This design comes from an exercise in tuning for small area, a short achievable clock period and few clock cycles on the open sky130 flow, not from production work. The RTL was checked by simulation tests, not by an equivalence proof against the original design. Power is estimated from default activity; no workload was simulated.

## flow/design.v

```verilog
`default_nettype none
package dsb_pkg;
  localparam int unsigned MaxTasksDefault = 64;
  localparam int unsigned KeyWidth        = 32;
  localparam logic CmdAdd    = 1'b0;
  localparam logic CmdSubmit = 1'b1;
  typedef struct packed {
    logic        cmd;
    logic [15:0] material_id;
    logic [15:0] resource_id;
    logic [31:0] depth_key;
    logic        flush;
  } in_item_t;
  typedef struct packed {
    logic [15:0] batch_material;
    logic [15:0] batch_resource;
    logic [5:0]  first_index;
    logic [6:0]  task_count;
    logic        last_batch;
    logic        dropped_any;
  } out_item_t;
  typedef enum logic [2:0] {
    StIdle,
    StInsRead,
    StInsCmp,
    StScanRead,
    StScanCmp,
    StEmit
  } state_e;
endpackage
`default_nettype wire
`default_nettype none
module draw_sort_and_batch #(
  parameter int unsigned MAX_TASKS = dsb_pkg::MaxTasksDefault
) (
  input  wire logic              clk_i,
  input  wire logic              rst_ni,
  input  wire logic              in_valid_i,
  output logic                   in_stall_o,
  input  wire logic [65:0]       in_data_i,
  output logic                   out_valid_o,
  input  wire logic              out_stall_i,
  output logic [46:0]            out_data_o
);
  localparam int unsigned N  = MAX_TASKS;
  localparam int unsigned KW = dsb_pkg::KeyWidth;
  localparam int unsigned AW = (N > 1) ? $clog2(N) : 1;
  localparam int unsigned CW = $clog2(N + 1);
  dsb_pkg::in_item_t in_item;
  assign in_item = in_data_i;
  logic          cs_v_q;
  logic          cs_cmd_q;
  logic          cs_flush_q;
  logic [KW-1:0] cs_key_q;
  logic          stall_q;
  logic          us_v_q;
  logic          us_cmd_q;
  logic          us_flush_q;
  logic [KW-1:0] us_key_q;
  logic          cons_q;       
  logic          add_q;        
  logic [N-1:0]  cgt_q;        
  logic [N-1:0]  ceq_q;        
  logic          xgt_q;        
  logic          xeq_q;        
  logic [N-1:0]  msh_q;        
  logic [N-1:0]  mld_q;        
  logic [KW-1:0] key_q [N];    
  logic [N-1:0]  head_q;       
  logic [N-1:0]  occ_q;        
  logic [N-1:0]  free_q;       
  logic [AW-1:0] base_q;       
  logic [CW-1:0] cnt_q;        
  logic          ovf_q;        
  logic          full_q;       
  logic          busy_q;       
  logic          bfl_q;        
  logic          prim_q;       
  logic [N-1:0]  pend_q;       
  logic [AW-1:0] cur_q;        
  logic [AW-1:0] nxt_q;        
  logic          lst_q;        
  logic [AW-1:0] ebase_q;      
  logic [CW-1:0] ecnt_q;       
  logic [AW-1:0] eend_q;       
  logic [CW-1:0] erem_q;       
  logic          eovf_q;       
  localparam int unsigned NG = 8;         
  localparam int unsigned GS = N / NG;    
  logic [KW-1:0] rgrp_q [NG];
  logic          rok_q;        
  dsb_pkg::out_item_t obuf_q;
  logic               ovalid_q;
  logic take;          
  logic advance;       
  logic do_add;        
  logic do_drop;       
  logic start;         
  assign take    = in_valid_i & ~stall_q;
  assign advance = cs_v_q & (~us_v_q | cons_q);
  assign do_add  = add_q;
  assign do_drop = cons_q & ~us_cmd_q &  cnt_q[CW-1];
  assign start   = cons_q &  us_cmd_q;
  function automatic logic blocked_f(input logic cmd, input logic busy,
                                     input logic bfl, input logic full,
                                     input logic cntfull);
    blocked_f = cmd ? busy : ((busy & ~bfl) | (full & ~cntfull));
  endfunction
  always_ff @(posedge clk_i) begin
    if (take) begin
      cs_cmd_q   <= in_item.cmd;
      cs_flush_q <= in_item.flush;
      cs_key_q   <= {in_item.material_id, in_item.resource_id};
    end
    if (advance) begin
      us_cmd_q   <= cs_cmd_q;
      us_flush_q <= cs_flush_q;
      us_key_q   <= cs_key_q;
    end
  end
  assign in_stall_o = stall_q;
  function automatic logic [1:0] key_cmp(input logic [KW-1:0] a, input logic [KW-1:0] b);
    logic [KW-1:0] g, e;
    g = a & ~b;
    e = ~(a ^ b);
    for (int w = KW / 2; w >= 1; w = w / 2) begin
      for (int j = 0; j < w; j++) begin
        g[j] = g[2*j+1] | (e[2*j+1] & g[2*j]);
        e[j] = e[2*j+1] & e[2*j];
      end
    end
    key_cmp = {g[0], e[0]};
  endfunction
  logic [N-1:0] cs_gt, cs_eq;
  for (genvar i = 0; i < N; i++) begin : g_cmp
    logic [1:0] c;
    assign c        = key_cmp(key_q[i], cs_key_q);
    assign cs_gt[i] = c[1];
    assign cs_eq[i] = c[0];
  end
  logic [1:0] xc;
  assign xc = key_cmp(us_key_q, cs_key_q);
  logic [N-1:0] gt, eq;   
  logic [N-1:0] above;    
  logic [N-1:0] same;     
  logic [N-1:0] upd;      
  logic [N-1:0] shv;      
  logic [N-1:0] ldv;      
  for (genvar i = 0; i < N; i++) begin : g_fix
    localparam int unsigned J = (i + N - 1) % N;   
    assign gt[i]    = msh_q[i] ? cgt_q[J] : (mld_q[i] ? xgt_q : cgt_q[i]);
    assign eq[i]    = msh_q[i] ? ceq_q[J] : (mld_q[i] ? xeq_q : ceq_q[i]);
    assign above[i] = occ_q[i] & gt[i];
    assign same[i]  = occ_q[i] & eq[i];
    assign upd[i]   = above[i] | free_q[i];
  end
  for (genvar i = 0; i < N; i++) begin : g_entry
    localparam int unsigned J = (i + N - 1) % N;   
    logic head_in;
    assign shv[i]  = do_add & above[J];
    assign ldv[i]  = do_add & upd[i] & ~above[J];
    assign head_in = above[J] ? head_q[J] : ~same[J];
    always_ff @(posedge clk_i) begin
      if (do_add && upd[i]) begin
        key_q[i] <= above[J] ? key_q[J] : us_key_q;
      end
    end
    always_ff @(posedge clk_i) begin
      if (do_add && upd[i]) begin
        head_q[i] <= head_in;
      end
    end
  end
  always_ff @(posedge clk_i) begin
    if (advance) begin
      cgt_q <= cs_gt;
      ceq_q <= cs_eq;
      xgt_q <= xc[1];
      xeq_q <= xc[0];
    end else begin
      cgt_q <= gt;
      ceq_q <= eq;
    end
  end
  always_ff @(posedge clk_i) begin
    msh_q <= shv;
    mld_q <= ldv;
  end
  logic          emit;         
  logic          step;         
  logic [N-1:0]  after;        
  logic [N-1:0]  pa;           
  logic [N-1:0]  pa_oh, pw_oh;
  logic [AW-1:0] pa_idx, pw_idx;
  logic          pa_any;
  logic [N-1:0]  p_oh;         
  logic [AW-1:0] p_idx;
  logic          pnone;
  logic [AW-1:0] off;          
  logic [AW-1:0] rend;         
  logic [CW-1:0] count;
  assign emit  = busy_q & prim_q & rok_q & (~ovalid_q | ~out_stall_i);
  assign step  = (busy_q & ~prim_q) | emit;
  always_comb begin
    for (int i = 0; i < N; i++) begin
      after[i] = AW'(i) > nxt_q;
    end
  end
  assign pa     = pend_q & after;
  assign pa_any = |pa;
  assign pnone  = ~|pend_q;
  assign pa_oh  = pa & (~pa + {{(N-1){1'b0}}, 1'b1});
  assign pw_oh  = pend_q & (~pend_q + {{(N-1){1'b0}}, 1'b1});
  always_comb begin
    pa_idx = '0;
    pw_idx = '0;
    for (int i = 0; i < N; i++) begin
      if (pa_oh[i]) pa_idx = pa_idx | AW'(i);
      if (pw_oh[i]) pw_idx = pw_idx | AW'(i);
    end
  end
  assign p_oh  = pa_any ? pa_oh  : pw_oh;
  assign p_idx = pa_any ? pa_idx : pw_idx;
  assign off   = cur_q - ebase_q;
  assign rend  = lst_q ? eend_q : nxt_q;
  assign count = {lst_q & (rend == cur_q), AW'(rend - cur_q)};
  logic          rd_nxt;
  logic [AW-1:0] rd_slot;
  logic [KW-1:0] grp_key [NG];
  assign rd_nxt  = busy_q & prim_q & rok_q;
  assign rd_slot = rd_nxt ? nxt_q : cur_q;
  always_comb begin
    for (int g = 0; g < NG; g++) begin
      grp_key[g] = '0;
      for (int k = 0; k < GS; k++) begin
        if (rd_slot == AW'(g * GS + k)) grp_key[g] = grp_key[g] | key_q[g * GS + k];
      end
    end
  end
  always_ff @(posedge clk_i) begin
    for (int g = 0; g < NG; g++) rgrp_q[g] <= grp_key[g];
  end
  logic [KW-1:0] cur_key;
  always_comb begin
    cur_key = '0;
    for (int g = 0; g < NG; g++) begin
      cur_key = cur_key | rgrp_q[g];
    end
  end
  logic [N-1:0] base_oh;
  always_comb begin
    for (int i = 0; i < N; i++) begin
      base_oh[i] = AW'(i) == base_q;
    end
  end
  logic          busy_d, bfl_d, prim_d, full_d, ovalid_d;
  logic [N-1:0]  occ_d, free_d;
  logic [AW-1:0] base_d;
  logic [CW-1:0] cnt_d, ecnt_d, erem_d;
  logic          ovf_d;
  logic          cs_v_d, us_v_d, us_cmd_d, cons_d, add_d, stall_d;
  always_comb begin
    busy_d = busy_q;
    bfl_d  = bfl_q;
    prim_d = prim_q;
    occ_d  = occ_q;
    free_d = free_q;
    base_d = base_q;
    cnt_d  = cnt_q;
    ecnt_d = ecnt_q;
    erem_d = erem_q;
    ovf_d  = ovf_q;
    if (step) begin
      prim_d = 1'b1;
    end
    if (emit) begin
      erem_d = erem_q - count;
      if (lst_q) begin
        busy_d = 1'b0;
        bfl_d  = 1'b0;
        prim_d = 1'b0;
      end
    end
    if (do_add) begin
      occ_d  = occ_q | free_q;
      free_d = {free_q[N-2:0], free_q[N-1]};
      cnt_d  = cnt_q + CW'(1);
    end
    if (do_drop) begin
      ovf_d = 1'b1;
    end
    if (start) begin
      if (cnt_q != '0) begin
        busy_d = 1'b1;
        bfl_d  = us_flush_q;
        prim_d = 1'b0;
        ecnt_d = cnt_q;
        erem_d = cnt_q;
      end
      if (us_flush_q) begin
        occ_d  = '0;
        base_d = base_q + AW'(cnt_q);
        cnt_d  = '0;
        ovf_d  = 1'b0;
      end
    end
    full_d = bfl_d ? ((CW+1)'(cnt_d) + (CW+1)'(start ? cnt_q : erem_q) >= (CW+1)'(N))
                   : cnt_d[CW-1];
    ovalid_d = ovalid_q;
    if (emit) begin
      ovalid_d = 1'b1;
    end else if (!out_stall_i) begin
      ovalid_d = 1'b0;
    end
    us_v_d   = advance | (us_v_q & ~cons_q);
    us_cmd_d = advance ? cs_cmd_q : us_cmd_q;
    cs_v_d   = take | (cs_v_q & ~advance);
    cons_d   = us_v_d & ~blocked_f(us_cmd_d, busy_d, bfl_d, full_d, cnt_d[CW-1]);
    add_d    = cons_d & ~us_cmd_d & ~cnt_d[CW-1];
    stall_d  = cs_v_d & us_v_d & ~cons_d;
  end
  always_ff @(posedge clk_i or negedge rst_ni) begin
    if (!rst_ni) begin
      cs_v_q   <= 1'b0;
      us_v_q   <= 1'b0;
      cons_q   <= 1'b0;
      add_q    <= 1'b0;
      stall_q  <= 1'b1;
      busy_q   <= 1'b0;
      bfl_q    <= 1'b0;
      prim_q   <= 1'b0;
      occ_q    <= '0;
      free_q   <= {{(N-1){1'b0}}, 1'b1};
      base_q   <= '0;
      cnt_q    <= '0;
      ecnt_q   <= '0;
      erem_q   <= '0;
      ovf_q    <= 1'b0;
      full_q   <= 1'b0;
      ovalid_q <= 1'b0;
      rok_q    <= 1'b0;
    end else begin
      cs_v_q   <= cs_v_d;
      us_v_q   <= us_v_d;
      cons_q   <= cons_d;
      add_q    <= add_d;
      stall_q  <= stall_d;
      busy_q   <= busy_d;
      bfl_q    <= bfl_d;
      prim_q   <= prim_d;
      occ_q    <= occ_d;
      free_q   <= free_d;
      base_q   <= base_d;
      cnt_q    <= cnt_d;
      ecnt_q   <= ecnt_d;
      erem_q   <= erem_d;
      ovf_q    <= ovf_d;
      full_q   <= full_d;
      ovalid_q <= ovalid_d;
      rok_q    <= rd_nxt ? emit : 1'b1;
    end
  end
  always_ff @(posedge clk_i) begin
    if (start) begin
      pend_q  <= head_q & occ_q & ~base_oh;
      nxt_q   <= base_q;
      cur_q   <= base_q;
      ebase_q <= base_q;
      eend_q  <= base_q + AW'(cnt_q);
      eovf_q  <= ovf_q;
    end else if (step) begin
      pend_q <= pend_q & ~p_oh;
      nxt_q  <= p_idx;
      lst_q  <= pnone;
      if (emit) cur_q <= nxt_q;
    end
    if (emit) begin
      obuf_q.batch_material <= cur_key[31:16];
      obuf_q.batch_resource <= cur_key[15:0];
      obuf_q.first_index    <= 6'(off);
      obuf_q.task_count     <= 7'(count);
      obuf_q.last_batch     <= lst_q;
      obuf_q.dropped_any    <= eovf_q;
    end
  end
  assign out_valid_o = ovalid_q;
  assign out_data_o  = obuf_q;
endmodule
`default_nettype wire
```

## flow/run.sh

```bash
#!/bin/bash
# synth_recipe.tcl (not shown) runs the flow's synth.tcl, then flattens the netlist and writes it again
# the make line also repeats each setting of config.mk as NAME=value (left out here)
make -C /OpenROAD-flow-scripts/flow DESIGN_CONFIG=/design/flow/config.mk WORK_HOME=/design/flow/orfs CLKGATE_MAP_FILE= SYNTH_SCRIPT=/design/flow/synth_recipe.tcl finish
```

## flow/config.mk

```make
export PLATFORM = sky130hd
export DESIGN_NAME = draw_sort_and_batch
export DESIGN_NICKNAME = draw_sort_and_batch
export VERILOG_FILES = /design/flow/design.v
export SDC_FILE = /design/flow/constraint.sdc
export NUM_CORES = 4
export LEC_CHECK = 0
export CAP_MARGIN = 20
export CORE_MARGIN = 2
export CORE_UTILIZATION = 30
export PLACE_DENSITY = 0.4
export SETUP_SLACK_MARGIN = 4
export SLEW_MARGIN = 20
export SYNTH_MEMORY_MAX_BITS = 8192
export TNS_END_PERCENT = 5
```

## flow/constraint.sdc

```tcl
create_clock -name core_clock -period 8.0 [get_ports {clk_i}]
set_input_delay 1.6000 -clock core_clock [delete_from_list [all_inputs] [get_ports {clk_i}]]
set_output_delay 1.6000 -clock core_clock [all_outputs]
set_load 0.01 [all_outputs]
```

==> results.json, run 1 <==
{
  "status": "complete, no violations",
  "antenna_found_initial": 68,
  "arrival_ns": 5.11,
  "crit_family": "simple AND/OR/NAND/NOR gates",
  "synthCells": 14900,
  "cts_buffers": 383,
  "die_x_um": 777,
  "cts_tree": "built",
  "crit_slowest_cell": "o21ai_2",
  "synth-edff-count": 2318,
  "fin_crit_ns": 4.17,
  "grt_first_pass_wirelength_um": 1160000,
  "fmax_ghz": 0.240,
  "yosys_warnings": 4,
  "cts_buffer_depth": 4,
  "dr_wl_met3_um": 50300,
  "dr_wl_met2_um": 391000,
  "p_per_area_nw_per_um2": 301,
  "rsz0062_at_grt": "true",
  "postCtsHoldBufs": 0,
  "grt_pass1_vias": 134000,
  "drc": 0,
  "critPathMaxFanout": 32,
  "htreeDepth": 5,
  "relSlewSlack_pct": 12.8,
  "synth.largest_area_cell": "edfxtp_1",
  "ys_ff_latch": 2990,
  "worst_pin_slew_ns": 1.30,
  "final_util_pct": 34.5,
  "wirelength_um": 857000,
  "clock_sinks": 2990,
  "grt_max_degree": 86,
  "ir_drop_uv": 253,
  "synth_area_per_cell_um2": 12.1,
  "synthToLayoutAreaGrowth_pct": 14.9,
  "grtUsageTotal_pct": 27.5,
  "initial_core_util_pct": 30.0,
  "worst_path_largest_cell_delay_ns": 0.70,
  "antenna_left": 0,
  "wl_met1_um": 381000,
  "crit_chain": "nand3_1, buf_4, o21ai_2, nand2_1, buf_16, nor2_2, buf_4, a22oi_1, nand4_1",
  "slew_viol_final": 0,
  "wire_per_inst_um": 36.8,
  "finalHoldViolCount": 0,
  "root_buffer": "clkbuf_16",
  "start_kind": "flop",
  "synth_area_um2": 179000,
  "mostFrequentLayoutCells": "edfxtp_1, ha_1, mux2_2, a22oi_1, a21o_1",
  "drv_cap": 0,
  "clk_latency_ns": 1.07,
  "hp-class": "reg -> reg",
  "viasPerCell": 5.84,
  "cts.clk_slew.worst_paths_ns": 0.05,
  "vias": 136000,
  "hpwlAfterDp_um": 638000,
  "synth.distinct_cells": 105,
  "cp.buffers_inverters": 3,
  "fill_cells": 59200,
  "ys_top_cells_by_area": "edfxtp_1, ha_1, mux2_2",
  "synthArstFlopShare_pct": 5.32,
  "finalClockSkew_ns": 0.106,
  "cp_common_cell": "buf_4",
  "highest_layer": "met5",
  "grt-ovfl-total": 0,
  "design.die.area_um2": 604000,
  "nets": 17200,
  "fin_crit_sh_pct": 52.2,
  "io_buffers": 86,
  "critical_path_class": "reg -> reg",
  "synth_nets": 17000,
  "dieHeight_um": 777,
  "tns_ns": 0,
  "setup_viol": 0,
  "fp-row-count": 284,
  "routabilityCongestion": 0.920,
  "synth_ff_type": "edfxtp_1",
  "pin_count": 119,
  "leakage_uw": 0.0791,
  "final_common_cell": "edfxtp_1",
  "drive_gt1_share_pct": 23.1,
  "firstDrtPassIters": 6,
  "ys_seq_area_share_pct": 46.8,
  "detail_route.iter0.violations": 14700,
  "synth_top_area_share_pct": 38.8,
  "core_um2": 597000,
  "cp_data_required_time_ns": 8.94,
  "end_kind": "flop"
}
==> final cells by class <==
| class | instances | area (µm²) | area share, % |
|---|---|---|---|
| Timing Repair Buffer | 614 | 5170 | 2.51 |
| Sequential cell | 2990 | 83900 | 40.7 |
| Tap cell | 7865 | 9840 | 4.78 |
| Antenna cell | 41 | 103 | 0.0498 |
| Multi-Input combinational cell | 10900 | 93500 | 45.4 |
| Timing Repair inverter | 1 | 5.00 | 0.00243 |
| Clock buffer | 561 | 11200 | 5.43 |
| Inverter | 142 | 661 | 0.321 |
| Clock inverter | 162 | 1750 | 0.851 |
==> power by group <==
part           total (µW)  switching [µW]  internal (µW)
Combinational       22200           14800           7370
Sequential          21500            2250          19300
Clock               18200            7760          10500
Total               62000           24800          37100
==> logic make-up after synthesis <==
kind of cell | after synthesis | share of synthesized area [%]
adders and majority gates | 2115 | 14.8
DFF | 2990 | 46.8
muxes | 2260 | 14.1
buffers and inverters | 945 | 2.02
xor gates and xnor gates | 25 | 0.122
AOI/OAI and AO/OA | 3671 | 14.0
and+or+nand+nor | 2857 | 8.30
==> routing by layer <==
metal,vias up,global-route usage [%]
met1,70600,37.7
met2,4801,44.2
li1,59500,-
met4,8,9.35
met5,-,0
met3,1093,3.87
==> path summary, 6_finish.rpt <==
path / startpoint / to / slack, ns / cells past startpoint
max: busy_q$_DFF_PN0_ / rgrp_q[7][17]$_DFF_P_ / 3.83 / 9
min: cs_flush_q$_DFFE_PP_ / us_flush_q$_DFFE_PP_ / 0.44 / 0
max reg2reg: busy_q$_DFF_PN0_ / rgrp_q[7][17]$_DFF_P_ / 3.83 / 9
min reg2reg: cs_flush_q$_DFFE_PP_ / us_flush_q$_DFFE_PP_ / 0.44 / 0
max in group asynchronous: rst_ni / free_q[48]$_DFFE_PN0P_ / 6.26 / 2
min in group asynchronous: rst_ni / ovalid_q$_DFFE_PN0P_ / 0.56 / 1
==> metrics by stage <==
step	hold WS [ns]	cells	setup WS [ns]	total power, µW	instance area, µm²
5_1_grt	0.446	23300	3.82	63900	206000
3_3_place_gp	0.426	22500	2.71	43300	192000
2_1_floorplan	0.400	14900	4.22	31500	179000
3_5_place_dp	0.421	22500	2.69	43300	192000
4_1_cts	0.446	23200	3.70	61900	206000
6_report	0.441	23300	3.83	62000	206000
==> timing repair <==
action                                  CTS  global route
endpoints found under the setup margin  615           415
pin swaps                                 6             3
cloned                                    3             0
resized for setup                        33            22
buffers inserted                         26             8
==> registers in the layout (all words and copies together) (netlist names), 7 cells and up <==
signal and flops:
ceq_q 64, cgt_q 64, cnt_q 7, cs_key_q 32, erem_q 7, free_q 64, head_q 64, key_q 2048
mld_q 64, msh_q 64, obuf_q 47, occ_q 64, pend_q 64, rgrp_q 256, us_key_q 32
==> cell usage after synthesis, types with 16 or more instances <==
master,number
inv_1,142
o31ai_1,20
xnor2_1,19
edfxtp_1,2318
buf_1,98
and3_1,23
nand2_1,517
a31oi_1,17
a21oi_1,657
nor2_1,651
o41ai_1,19
o22a_1,16
mux2i_1,162
nor4_1,127
o211ai_1,58
nand4_1,753
and2_1,77
dfxtp_1,513
mux2_2,2098
nor2b_1,186
or3_1,50
o21ai_0,505
a211oi_1,116
o22ai_1,18
dfrtp_1,157
ha_1,2110
nand2b_1,122
a2bb2oi_1,20
o21a_1,53
a2111oi_0,20
a22oi_1,1026
clkbuf_1,675
or2_2,18
buf_2,24
a21o_1,905
o2111ai_1,89
nand3_1,152
nor3_1,90
==> worst register-to-register path, cell delays in order, from the launching register on <==
cell     delay (ns)
dfrtp_1        0.39
nand3_1        0.41
buf_4          0.40
o21ai_2        0.70
nand2_1        0.68
buf_16         0.36
nor2_2         0.14
buf_4          0.47
a22oi_1        0.32
nand4_1        0.21
Testbench counts, summed over its fixed seeds: cycles 4,052.
==> inputs of run 2 (changes only) <==
--- a/flow/config.mk
+++ b/flow/config.mk
@@ -7,8 +7,8 @@
 export LEC_CHECK = 0
 export CAP_MARGIN = 20
 export CORE_MARGIN = 2
-export CORE_UTILIZATION = 30
-export PLACE_DENSITY = 0.4
+export CORE_UTILIZATION = 35
+export PLACE_DENSITY = 0.5
 export SETUP_SLACK_MARGIN = 4
 export SLEW_MARGIN = 20
 export SYNTH_MEMORY_MAX_BITS = 8192
==> run 2 against run 1 <==
  * Sequential cell count stayed put
  * Sequential share of layout area rose by 0.38 points
  * Sequential power is essentially flat
  * Cell area shrank 0.93%
  * Largest power group unchanged
==> results.json, run 2 <==
{
  "crit_chain": "buf_8, nand2b_2, o21ai_1, buf_4, nand2_1, nor2_2, buf_4, a22oi_1, nand4_1",
  "fin_crit_sh_pct": 54.4,
  "whs_ns": 0.444,
  "root_buffer": "clkbuf_16",
  "largest_reg_flops": 2048,
  "ys_ff_latch": 2990,
  "grt_pass1_vias": 133000,
  "cts.clk_slew.worst_paths_ns": 0.07,
  "detail_route.iter0.violations": 15600,
  "firstDrtPassIters": 6,
  "hpwlAfterDp_um": 577000,
  "preCtsSetupSlack_ns": 2.74,
  "synthTopCellsByCount": "edfxtp_1, ha_1, mux2_2",
  "leakage_uw": 0.0788,
  "arrival_ns": 5.31,
  "ys_top_cells_by_area": "edfxtp_1, ha_1, mux2_2",
  "fill_cells": 48500,
  "synthCells": 14900,
  "crit_slowest_cell": "o21ai_1",
  "power_frac_comb_pct": 35.9,
  "initial_core_util_pct": 35.2,
  "cts_buffers": 369,
  "synthArstFlopShare_pct": 5.32,
  "fp-row-count": 262,
  "postCtsHoldBufs": 0,
  "wire_per_inst_um": 35.5,
  "setup_viol": 0,
  "cts_tree": "built",
  "final_common_cell": "edfxtp_1",
  "finalClockSkew_ns": 0.0825,
  "grt_max_degree": 93,
  "cts_buffer_depth": 4,
  "vias": 137000,
  "rsz0062_at_grt": "true",
  "drc": 0,
  "synth_top_area_share_pct": 38.8,
  "synth_area_um2": 179000,
  "mostFrequentLayoutCells": "edfxtp_1, ha_1, mux2_2, a22oi_1, a21o_1",
  "yosys_warnings": 4,
  "synth_ff_type": "edfxtp_1",
  "start_kind": "flop",
  "ys_seq_area_share_pct": 46.8,
  "antenna_found_initial": 78,
  "cp_common_cell": "buf_4",
  "drive_gt1_share_pct": 22.9,
  "pin_count": 119,
  "largest_register": "key_q",
  "end_kind": "flop",
  "worst_pin_slew_ns": 1.25,
  "p_seq_share_pct": 34.9,
  "nets": 17200,
  "sw_frac_of_total_pct": 39.7,
  "p_sw_uw": 24300,
  "synthToLayoutAreaGrowth_pct": 13.8,
  "htreeDepth": 5,
  "synth_nets": 17000,
  "instances_no_fill": 22100,
  "grt_first_pass_wirelength_um": 1080000,
  "grt-ovfl-total": 0,
  "fin_crit_ns": 4.35,
  "finalHoldViolCount": 0,
  "critical_path_class": "reg -> reg",
  "drv_cap": 0,
  "viasPerCell": 6.20,
  "clk_latency_ns": 1.06,
  "wirelength_um": 785000,
  "clock_sinks": 2990,
  "grtUsageTotal_pct": 29.3,
  "worst_slack_ns": 3.65,
  "worst_path_largest_cell_delay_ns": 0.80,
  "synth_area_per_cell_um2": 12.1,
  "fmax_ghz": 0.230,
  "synth.most_common_cell": "edfxtp_1",
  "internal-power_uw": 37000,
  "clock_power_share_pct": 29.2,
  "core_um2": 510000,
  "relSlewSlack_pct": 16.5,
  "dieHeight_um": 720,
  "hp-class": "reg -> reg",
  "slew_viol_final": 0,
  "critPathMaxFanout": 32,
  "p_per_area_nw_per_um2": 300,
  "routabilityCongestion": 0.952,
  "synth.distinct_cells": 105,
  "die_x_um": 720,
  "ir_drop_uv": 248,
  "tns_ns": 0,
  "antenna_left": 0,
  "largestRegisters": "key_q (2048), rgrp_q (256)",
  "design.die.area_um2": 518000,
  "dp.cells": 21300,
  "synth-edff-count": 2318,
  "synth.largest_area_cell": "edfxtp_1",
  "status": "complete, no violations",
  "cp_data_required_time_ns": 8.96,
  "io_buffers": 86
}
run 2: cell type report:
cell class | instances | area [µm²] | share of cell area (%)
Multi-Input combinational cell | 10900 | 93500 | 45.8
Sequential cell | 2990 | 83900 | 41.1
Clock buffer | 516 | 10500 | 5.17
Tap cell | 6732 | 8420 | 4.13
Timing Repair Buffer | 577 | 4930 | 2.42
Clock inverter | 180 | 2160 | 1.06
Inverter | 142 | 647 | 0.317
Antenna cell | 21 | 52.6 | 0.0257
Timing Repair inverter | 1 | 5.00 | 0.00245
run 2: timing repair:
action	4_1_cts	5_1_grt
pin swaps	5	7
gates cloned	2	1
resized for setup	47	42
setup buffers	15	27
setup endpoints to repair	370	317
run 2: worst paths after layout:
kind / startpoint / endpoint / slack [ns] / depth (start not counted)
max: nxt_q[1]$_DFFE_PP_ / rgrp_q[5][29]$_DFF_P_ / 3.65 / 9
min: eovf_q$_DFFE_PP_ / obuf_q[0]$_DFFE_PP_ / 0.44 / 0
max reg2reg: nxt_q[1]$_DFFE_PP_ / rgrp_q[5][29]$_DFF_P_ / 3.65 / 9
min reg2reg: eovf_q$_DFFE_PP_ / obuf_q[0]$_DFFE_PP_ / 0.44 / 0
max in group asynchronous: rst_ni / occ_q[48]$_DFF_PN0_ / 6.27 / 2
min in group asynchronous: rst_ni / ovalid_q$_DFFE_PN0P_ / 0.51 / 1
run 2: worst max-delay path: cells and delay by family, from the launching register on:
kind,cells,cell delay [ns]
AND/OR/NAND/NOR,4,1.57
flip-flops,1,0.53
buffers and inverters,3,1.04
AO/OA/AOI/OAI,2,1.06
run 2: metrics by stage:
step           instance area, µm²  util (%)  total power [µW]
3_5_place_dp               190000      37.3             42500
3_3_place_gp               190000      37.3             42400
6_report                   204000      40.0             61300
2_1_floorplan              179000         -             31500
4_1_cts                    203000      39.9             60600
5_1_grt                    204000      40.0             63000
run 2: power by group through the flow:
stage / Clock [µW] / Combinational (µW) / Sequential [µW]
after floorplan: 0 / 11400 / 20100
after global placement: 0 / 20800 / 21600
after detailed placement: 0 / 20900 / 21600
final: 17900 / 22000 / 21400
after global routing: 18600 / 22900 / 21400
after CTS: 18100 / 21300 / 21300
run 2: per-layer routing:
metal	global-route usage (%)	share of wire, %	vias up
li1	-	-	59300
met1	39.4	42	70300
met2	44.9	44	6063
met3	6.50	8.9	1275
met4	13.0	5.1	36
met5	0	0.028	-
run 2: cell families (layout without fill, tap and decap cells):
family | Yosys count | after routing | synth area share [%]
compound gates | 3671 | 3671 | 14.0
flops | 2990 | 2990 | 46.8
simple gates | 2857 | 2859 | 8.30
mux | 2260 | 2260 | 14.1
fa+ha+maj | 2115 | 2115 | 14.8
buf+inv | 945 | 1416 | 2.02
xor+xnor | 25 | 25 | 0.122
other cells | 0 | 21 | 0
==> inputs of run 3 (changes only) <==
--- a/flow/design.v
+++ b/flow/design.v
@@ -85,7 +85,7 @@
   logic [AW-1:0] eend_q;       
   logic [CW-1:0] erem_q;       
   logic          eovf_q;       
-  localparam int unsigned NG = 8;         
+  localparam int unsigned NG = 4;         
   localparam int unsigned GS = N / NG;    
   logic [KW-1:0] rgrp_q [NG];
   logic          rok_q;        
--- a/flow/config.mk
+++ b/flow/config.mk
@@ -7,8 +7,8 @@
 export LEC_CHECK = 0
 export CAP_MARGIN = 20
 export CORE_MARGIN = 2
-export CORE_UTILIZATION = 35
-export PLACE_DENSITY = 0.5
+export CORE_UTILIZATION = 28
+export PLACE_DENSITY = 0.36
 export SETUP_SLACK_MARGIN = 4
 export SLEW_MARGIN = 20
 export SYNTH_MEMORY_MAX_BITS = 8192
==> run 3 against run 2 <==
  * Still clean
  * Utilization shrank 7.6 points
  * Cell area grew 0.30%
  * Clock skew shrank 0.025 ns
  * Total power shrank 3.8%
  * Sequential cell count shrank 128
  * Synthesized area shrank 1.2%
  * Worst setup slack lost 0.039 ns
  * Largest cell class unchanged
  * Largest power group unchanged
==> results.json, run 3 <==
{
  "mostFrequentLayoutCells": "edfxtp_1, ha_1, mux2_2, a21o_1, nand4_1",
  "largestRegisters": "key_q (2048), rgrp_q (128)",
  "core_um2": 631000,
  "wire_per_inst_um": 42.4,
  "r2r_setup_slack_ns": 3.61,
  "vias": 138000,
  "nets": 16900,
  "synth.area.mux_share_pct": 14.2,
  "leakage_uw": 0.0787,
  "firstDrtPassIters": 6,
  "min-delay-start": "eovf_q$_DFFE_PP_",
  "rr_worst_depth": 9,
  "synth_area_um2": 177000,
  "worst_hold_path.endpoint": "obuf_q[0]$_DFFE_PP_",
  "synth_nets": 16700,
  "synthToLayoutAreaGrowth_pct": 15.6,
  "root_buffer": "clkbuf_16",
  "antenna_left": 0,
  "grt_first_pass_wirelength_um": 1310000,
  "fmax_ghz": 0.228,
  "clk_latency_ns": 1.08,
  "tns_ns": 0,
  "critPathMaxFanout": 29,
  "finalClockSkew_ns": 0.0580,
  "p_total_uw": 59000,
  "cp_data_required_time_ns": 8.96,
  "initial_core_util_pct": 28.1,
  "detail_route.iter0.violations": 17400,
  "ys_ff_latch": 2862,
  "synth_top_family_by_area": "adder cells",
  "status": "complete, no violations",
  "die_x_um": 799,
  "synth_top_area_share_pct": 39.3,
  "setup_viol": 0,
  "hpwlAfterDp_um": 728000,
  "drc": 0,
  "cts_tree": "built",
  "clock_sinks": 2862,
  "synth.distinct_cells": 107,
  "synth.most_common_cell": "edfxtp_1",
  "routabilityCongestion": 0.932,
  "yosys_warnings": 4,
  "ys_seq_area_share_pct": 45.9,
  "ys_top_cells_by_area": "edfxtp_1, ha_1, mux2_2",
  "design.die.area_um2": 639000,
  "dieHeight_um": 799,
  "synth.largest_area_cell": "edfxtp_1",
  "hp-class": "reg -> reg",
  "synth-adder-area-share_pct": 15.0,
  "synth_compound_area_share_pct": 14.8,
  "viasPerCell": 5.85,
  "rsz0062_at_grt": "true",
  "slew_viol_final": 0,
  "grt-ovfl-total": 0,
  "pin_count": 119,
  "synth_area_per_cell_um2": 12.2,
  "synth_ff_type": "edfxtp_1",
  "reg2reg_to": "ceq_q[24]$_DFF_P_",
  "p_per_area_nw_per_um2": 288,
  "synthXorXnorAreaFrac_pct": 0.129,
  "finalHoldViolCount": 0,
  "crit_start": "cs_key_q[29]$_DFFE_PP_",
  "synth-edff-count": 2318,
  "start_kind": "flop",
  "grt_pass1_vias": 132000,
  "cts.clk_slew.worst_paths_ns": 0.06,
  "cts_buffers": 371,
  "wirelength_um": 1000000,
  "largest_register": "key_q",
  "arrival_ns": 5.35,
  "end_kind": "flop",
  "cts_buffer_depth": 4,
  "ir_drop_uv": 248,
  "synthSimpleGateAreaFrac_pct": 7.87,
  "fin_crit_sh_pct": 54.9,
  "drv_cap": 0,
  "reg2reg_from": "cs_key_q[29]$_DFFE_PP_",
  "grt_max_degree": 97,
  "fin_crit_ns": 4.39,
  "io_buffers": 86,
  "fp-row-count": 292,
  "largest_reg_flops": 2048,
  "synthArstFlopShare_pct": 5.56,
  "htreeDepth": 5,
  "worst_pin_slew_ns": 1.29,
  "final_common_cell": "edfxtp_1",
  "postCtsHoldBufs": 0,
  "grtUsageTotal_pct": 30.3,
  "synthTopCellsByCount": "edfxtp_1, ha_1, mux2_2",
  "critical_path_class": "reg -> reg",
  "drive_gt1_share_pct": 23.7,
  "synthCells": 14600,
  "holdPathStages": 0,
  "relSlewSlack_pct": 14.0,
  "antenna_found_initial": 163
}
-- run 3: cell types whose count changed after synthesis, sizes merged, moves of 61 or more --
| cell | before | now |
|---|---|---|
| a221oi | 12 | 519 |
| a22o | 2 | 513 |
| a22oi | 1026 | 15 |
| dfxtp | 513 | 385 |
| nand4 | 754 | 627 |
| nor4 | 131 | 70 |
-- run 3: where the power goes --
part	switching [µW]	internal, µW
registers	1580	18300
clock network	7540	10200
logic	14100	7330
-- run 3: what timing repair did --
action | 4_1_cts | 5_1_grt
endpoints found under the setup margin | 297 | 167
cloned | 3 | 2
setup buffers | 32 | 14
pin swaps | 21 | 7
resized for setup | 65 | 71
-- run 3: final cells by class --
class | count | area (µm²)
clock buffers | 547 | 10800
fillers | 63300 | 427000
clock inverters | 151 | 1480
inverters | 140 | 679
well taps | 8379 | 10500
repair inverters | 1 | 7.51
multi-input cells | 10700 | 94200
flip-flops and latches | 2862 | 81300
repair buffers | 612 | 5220
diodes | 234 | 586
-- run 3: worst max path at each step --
stage | end
after floorplan | nxt_q[0]$_DFFE_PP_
after global placement | nxt_q[1]$_DFFE_PP_
final | ceq_q[24]$_DFF_P_
after global routing | ceq_q[61]$_DFF_P_
after detailed placement | nxt_q[1]$_DFFE_PP_
after CTS | ceq_q[25]$_DFF_P_
-- run 3: stage by stage --
stage | setup slack (ns) | util (%) | instance area [µm²] | cells | hold WS (ns)
after CTS | 3.75 | 32.3 | 204000 | 23400 | 0.421
after floorplan | 4.23 | - | 177000 | 14600 | 0.400
final | 3.61 | 32.4 | 205000 | 23700 | 0.419
after detailed placement | 2.86 | 30.2 | 191000 | 22700 | 0.407
after global routing | 3.76 | 32.4 | 205000 | 23600 | 0.429
after global placement | 2.77 | 30.2 | 191000 | 22700 | 0.420
-- run 3: cell families (layout without fill, tap and decap cells) --
family / Yosys count / after routing
muxes: 2248 / 2248
AOI/OAI and AO/OA: 3657 / 3657
other: 0 / 234
adders and majority gates: 2115 / 2115
DFF: 2862 / 2862
xor gates and xnor gates: 26 / 26
buffers and inverters: 969 / 1451
and+or+nand+nor: 2681 / 2684
-- run 3: critical path: stages, from the launching register on --
cell      delay [ns]
edfxtp_1        0.61
inv_4           0.28
buf_4           0.60
ha_1            0.28
nand4_1         0.10
nor3_1          0.70
nand2_1         0.39
nor4_1          1.07
nand2_1         0.12
o21ai_0         0.10
-- run 3: metal layers --
metal	up-vias	GRT usage [%]	share of wire, %
met5	-	0	0.020
met4	28	13.7	5.3
met3	1312	5.60	7.2
met2	6115	46.7	44
met1	72000	41.2	44
li1	58900	-	-
Testbench counts of run 3, summed over its fixed seeds: cycles 4,052.

[re-timing with driven ports]
How much do the figures lean on ideal ports? The routed layouts below were timed once more, with nothing changed but the port constraints. Step 1 (the two cells are an assumption about what drives the block):
set clk [get_ports {clk_i}]
set_driving_cell -lib_cell sky130_fd_sc_hd__clkbuf_16 $clk
set_driving_cell -lib_cell sky130_fd_sc_hd__buf_2 [delete_from_list [all_inputs] $clk]
Step 2 moves the port delays by t, midway between the first and last clock arrival at a register: inputs arrive t later, outputs are due t later. That takes back most of the time a late clock gives input paths. Three values: ideal ports, drivers, drivers and shift; two values: the first two.
run	t (ns)	slack for setup (ns)	worst register clock-pin slew, ns	worst data-port slew with drivers (ns)
run 1	1.138	3.827 / 3.827 / 3.827	0.07 / 0.07	0.10
run 2	1.139	3.649 / 3.649 / 3.512	0.07 / 0.07	0.10
run 3	1.188	3.610 / 3.610 / 3.534	0.07 / 0.07	0.09
After both steps every run listed still meets setup and hold. For run 2, which loses most, drivers alone change the setup slack by 0.000 ns; drivers and shift together by -0.137 ns.
